From an optimization exercise on the open Yosys and OpenROAD flow, aimed at small area, a short achievable clock period and few clock cycles; shortcuts taken in it are not production practice.
Where RTL was checked, it was by simulation tests only, not by an equivalence proof against the original.

==> flow/design.v <==
package udp_bridge_pkg;
	typedef logic [63:0] stream_data_t;
	typedef logic [7:0]  stream_keep_t;
	typedef logic [47:0] mac_addr_t;
	typedef logic [31:0] ip_addr_t;
	typedef logic [15:0] udp_port_t;
	typedef enum logic [1:0] {
		RX_IDLE,                            
		RX_PASS,                            
		RX_DROP                             
	} rx_state_e;
	typedef enum logic {
		TX_IDLE,                            
		TX_DATA                             
	} tx_state_e;
	localparam mac_addr_t DEF_LOCAL_MAC  = 48'hba0203040506;
	localparam ip_addr_t  DEF_LOCAL_IP   = 32'hc0a8006f;     
	localparam ip_addr_t  DEF_BCAST_IP   = 32'hc0a800ff;     
	localparam udp_port_t DEF_LOCAL_PORT = 16'd10086;        
	localparam mac_addr_t BCAST_MAC      = 48'hffffffffffff;
endpackage
`timescale 1ns/100ps
`timescale 1ns/100ps
`timescale 1ns/100ps
`timescale 1ns/100ps
module udp_bridge_top #(
	parameter udp_bridge_pkg::mac_addr_t LOCAL_MAC       = udp_bridge_pkg::DEF_LOCAL_MAC,
	parameter udp_bridge_pkg::ip_addr_t  LOCAL_IP        = udp_bridge_pkg::DEF_LOCAL_IP,
	parameter udp_bridge_pkg::ip_addr_t  BCAST_IP        = udp_bridge_pkg::DEF_BCAST_IP,
	parameter udp_bridge_pkg::udp_port_t LOCAL_PORT      = udp_bridge_pkg::DEF_LOCAL_PORT,
	parameter int                        FIFO_ADDR_WIDTH = 4
) (
	input  logic                         clk,
	input  logic                         rst_n,
	input  logic                         tx_axis_tvalid,
	output logic                         tx_axis_tready,
	input  udp_bridge_pkg::stream_data_t tx_axis_tdata,
	input  udp_bridge_pkg::stream_keep_t tx_axis_tkeep,
	input  logic                         tx_axis_tlast,
	output logic                         rx_axis_tvalid,
	input  logic                         rx_axis_tready,
	output udp_bridge_pkg::stream_data_t rx_axis_tdata,
	output udp_bridge_pkg::stream_keep_t rx_axis_tkeep,
	output logic                         rx_axis_tlast,
	output logic                         udp_tx_tvalid,
	output logic                         udp_tx_tlast,
	output udp_bridge_pkg::stream_keep_t udp_tx_tkeep,
	output udp_bridge_pkg::stream_data_t udp_tx_tdata,
	output udp_bridge_pkg::mac_addr_t    udp_tx_mac_src,
	output udp_bridge_pkg::mac_addr_t    udp_tx_mac_dest,
	output udp_bridge_pkg::ip_addr_t     udp_tx_ip_src,
	output udp_bridge_pkg::ip_addr_t     udp_tx_ip_dest,
	output udp_bridge_pkg::udp_port_t    udp_tx_port_src,
	output udp_bridge_pkg::udp_port_t    udp_tx_port_dest,
	input  logic                         udp_tx_tready,
	input  logic                         udp_rx_tvalid,
	input  logic                         udp_rx_tlast,
	input  udp_bridge_pkg::stream_keep_t udp_rx_tkeep,
	input  udp_bridge_pkg::stream_data_t udp_rx_tdata,
	input  udp_bridge_pkg::mac_addr_t    udp_rx_mac_src,
	input  udp_bridge_pkg::ip_addr_t     udp_rx_ip_src,
	input  udp_bridge_pkg::ip_addr_t     udp_rx_ip_dest,
	input  udp_bridge_pkg::udp_port_t    udp_rx_port_src,
	input  udp_bridge_pkg::udp_port_t    udp_rx_port_dest,
	output logic                         udp_rx_tready
);
	logic        rx_v;
	logic [72:0] rx_q;
	logic        rx_in_pkt;       
	logic        rx_acc_q;        
	logic        accept;
	logic        pass;
	logic        rx_xfer;
	logic        rx_first_acc;
	assign accept = (udp_rx_port_dest == LOCAL_PORT) &&
	                ((udp_rx_ip_dest == LOCAL_IP) || (udp_rx_ip_dest == BCAST_IP));
	assign pass   = rx_in_pkt ? rx_acc_q : accept;
	assign udp_rx_tready = !rx_v || rx_axis_tready;
	assign rx_xfer       = udp_rx_tvalid && udp_rx_tready;
	assign rx_first_acc  = rx_xfer && !rx_in_pkt && accept;
	always_ff @(posedge clk or negedge rst_n) begin
		if (!rst_n) begin
			rx_v      <= 1'b0;
			rx_in_pkt <= 1'b0;
			rx_acc_q  <= 1'b0;
		end else begin
			if (udp_rx_tready)
				rx_v <= rx_xfer && pass;
			if (rx_xfer) begin
				rx_in_pkt <= !udp_rx_tlast;
				rx_acc_q  <= pass;
			end
		end
	end
	always_ff @(posedge clk) begin
		if (udp_rx_tready)
			rx_q <= {udp_rx_tlast, udp_rx_tkeep, udp_rx_tdata};
	end
	assign rx_axis_tvalid = rx_v;
	assign {rx_axis_tlast, rx_axis_tkeep, rx_axis_tdata} = rx_q;
	udp_bridge_pkg::mac_addr_t peer_mac;
	udp_bridge_pkg::ip_addr_t  peer_ip;
	udp_bridge_pkg::udp_port_t peer_port;
	udp_bridge_pkg::mac_addr_t peer_mac_n;
	udp_bridge_pkg::ip_addr_t  peer_ip_n;
	udp_bridge_pkg::udp_port_t peer_port_n;
	assign peer_mac_n  = rx_first_acc ? udp_rx_mac_src  : peer_mac;
	assign peer_ip_n   = rx_first_acc ? udp_rx_ip_src   : peer_ip;
	assign peer_port_n = rx_first_acc ? udp_rx_port_src : peer_port;
	always_ff @(posedge clk or negedge rst_n) begin
		if (!rst_n) begin
			peer_mac  <= udp_bridge_pkg::BCAST_MAC;
			peer_ip   <= BCAST_IP;
			peer_port <= LOCAL_PORT;
		end else begin
			peer_mac  <= peer_mac_n;
			peer_ip   <= peer_ip_n;
			peer_port <= peer_port_n;
		end
	end
	logic        tx_v;
	logic [72:0] tx_q;
	logic        tx_in_pkt;       
	udp_bridge_pkg::mac_addr_t hdr_mac;
	udp_bridge_pkg::ip_addr_t  hdr_ip;
	udp_bridge_pkg::udp_port_t hdr_port;
	assign tx_axis_tready = !tx_v || udp_tx_tready;
	always_ff @(posedge clk or negedge rst_n) begin
		if (!rst_n) begin
			tx_v      <= 1'b0;
			tx_in_pkt <= 1'b0;
		end else begin
			if (tx_axis_tready)
				tx_v <= tx_axis_tvalid;
			if (tx_axis_tvalid && tx_axis_tready)
				tx_in_pkt <= !tx_axis_tlast;
		end
	end
	always_ff @(posedge clk) begin
		if (tx_axis_tready)
			tx_q <= {tx_axis_tlast, tx_axis_tkeep, tx_axis_tdata};
	end
	always_ff @(posedge clk) begin
		if (tx_axis_tready && !tx_in_pkt) begin
			hdr_mac  <= peer_mac_n;
			hdr_ip   <= peer_ip_n;
			hdr_port <= peer_port_n;
		end
	end
	assign udp_tx_tvalid = tx_v;
	assign {udp_tx_tlast, udp_tx_tkeep, udp_tx_tdata} = tx_q;
	assign udp_tx_mac_src   = LOCAL_MAC;
	assign udp_tx_ip_src    = LOCAL_IP;
	assign udp_tx_port_src  = LOCAL_PORT;
	assign udp_tx_mac_dest  = hdr_mac;
	assign udp_tx_ip_dest   = hdr_ip;
	assign udp_tx_port_dest = hdr_port;
endmodule
clock: 5.0 ns
lec_check: 0
abc_area: 1
cap_margin: 20
core_area: 2 2 143 143
die_area: 0 0 145 145
setup_slack_margin: 2.6
slew_margin: 20
standard.sh (not shown) runs the stock make flow with config.mk's settings and CLKGATE_MAP_FILE= SYNTH_SCRIPT=/design/flow/synth_recipe.tcl, a recipe that flattens the netlist after the stock synthesis.
==> flow/flow/run.sh <==
#!/bin/bash
# The standard ORFS flow (the standard.sh, unchanged synthesis), with:
#  - ports buffered with the smallest buffer instead of the default choice
#  - clock tree built from larger clusters, without dummy loads
#  - the constant outputs driven from one shared tie cell
set -euo pipefail
export BUFFER_PORTS_ARGS="-buffer_cell sky130_fd_sc_hd__buf_1"
export PLACE_PINS_ARGS="-min_distance 1 -min_distance_in_tracks"
export CTS_ARGS="-sink_clustering_enable -repair_clock_nets -dont_use_dummy_load -sink_clustering_size 30 -sink_clustering_max_diameter 80 -buf_list {sky130_fd_sc_hd__clkbuf_4 sky130_fd_sc_hd__clkbuf_8 sky130_fd_sc_hd__clkbuf_16}"
bash standard.sh floorplan > standard_floorplan.log 2>&1
R=orfs/results/sky130hd/udp_bridge_top/base
printf 'read_db %s\nsource flow/share_ties.tcl\nwrite_db %s\n' $R/2_floorplan.odb $R/2_floorplan.odb > share_ties_run.tcl
openroad -no_init -exit share_ties_run.tcl > share_ties.log 2>&1
bash standard.sh finish > standard.log 2>&1
Other scripts of this flow, unchanged in this note and not shown: flow/flow/share_ties.tcl
Testbench counts at the start, summed over its fixed seeds: cycles 8,840.
Change:
--- a/flow/design.v
+++ b/flow/design.v
@@ -96,30 +96,26 @@
 		if (udp_rx_tready)
 			rx_q <= {udp_rx_tlast, udp_rx_tkeep, udp_rx_tdata};
 	end
 	assign rx_axis_tvalid = rx_v;
 	assign {rx_axis_tlast, rx_axis_tkeep, rx_axis_tdata} = rx_q;
-	udp_bridge_pkg::mac_addr_t peer_mac;
-	udp_bridge_pkg::ip_addr_t  peer_ip;
-	udp_bridge_pkg::udp_port_t peer_port;
+	localparam logic [95:0] PEER_BCAST = {udp_bridge_pkg::BCAST_MAC, BCAST_IP, LOCAL_PORT};
+	logic [95:0] peer;
+	logic [95:0] peer_n;
+	logic        peer_load;
+	logic        peer_keep;
+	assign peer_load = rx_first_acc && rst_n;
+	assign peer_keep = !rx_first_acc && rst_n;
+	assign peer_n    = ({96{peer_load}} & {udp_rx_mac_src, udp_rx_ip_src, udp_rx_port_src}) |
+	                   ({96{peer_keep}} & peer) |
+	                   ({96{!rst_n}} & PEER_BCAST);
+	always_ff @(posedge clk)
+		peer <= peer_n;
 	udp_bridge_pkg::mac_addr_t peer_mac_n;
 	udp_bridge_pkg::ip_addr_t  peer_ip_n;
 	udp_bridge_pkg::udp_port_t peer_port_n;
-	assign peer_mac_n  = rx_first_acc ? udp_rx_mac_src  : peer_mac;
-	assign peer_ip_n   = rx_first_acc ? udp_rx_ip_src   : peer_ip;
-	assign peer_port_n = rx_first_acc ? udp_rx_port_src : peer_port;
-	always_ff @(posedge clk or negedge rst_n) begin
-		if (!rst_n) begin
-			peer_mac  <= udp_bridge_pkg::BCAST_MAC;
-			peer_ip   <= BCAST_IP;
-			peer_port <= LOCAL_PORT;
-		end else begin
-			peer_mac  <= peer_mac_n;
-			peer_ip   <= peer_ip_n;
-			peer_port <= peer_port_n;
-		end
-	end
+	assign {peer_mac_n, peer_ip_n, peer_port_n} = peer_n;
 	logic        tx_v;
 	logic [72:0] tx_q;
 	logic        tx_in_pkt;       
 	udp_bridge_pkg::mac_addr_t hdr_mac;
 	udp_bridge_pkg::ip_addr_t  hdr_ip;
Global-route usage came out higher by 0.57 points; design area came out higher by a few percent; routed wire length came out higher by a few percent; setup slack is worse by 0.013 ns; hold slack stays flat; via count came out higher by roughly a tenth; core utilization came out higher by 4.7 points; sequential cell count does not change; die area is unchanged; final cell count came out higher by roughly a tenth.
The RTL of the second run of this note was laid out without a check of its function.

-- what the ideal ports hide --
No port has a modelled driver above. Below, the same layouts with a new extraction and two added sets of constraints. Step 1 assumes that a clkbuf_16 drives the clock port and a buf_2 every other input. Step 2 times the ports against the registers' clock, not the clock port: input delays grow and output delays shrink by t, the midpoint of the rising clock arrivals with the driver on. Three values: ideal, step 1, step 2; two values: the first two.
run | t (ns) | setup WS [ns] | worst setup path at the end | slew at the worst register clock pin (ns) | pins driven straight from the clock port
the first run | 0.525 | 2.627 / 2.576 / 2.217 | input to register | 0.11 / 0.11 | 1
the second run | 0.524 | 2.614 / 2.556 / 2.240 | input to register | 0.11 / 0.11 | 1
After both steps setup and hold are still met in every run listed. The setup slack of the first run, which loses most, moves by -0.051 ns with the drivers and by -0.410 ns with both steps.
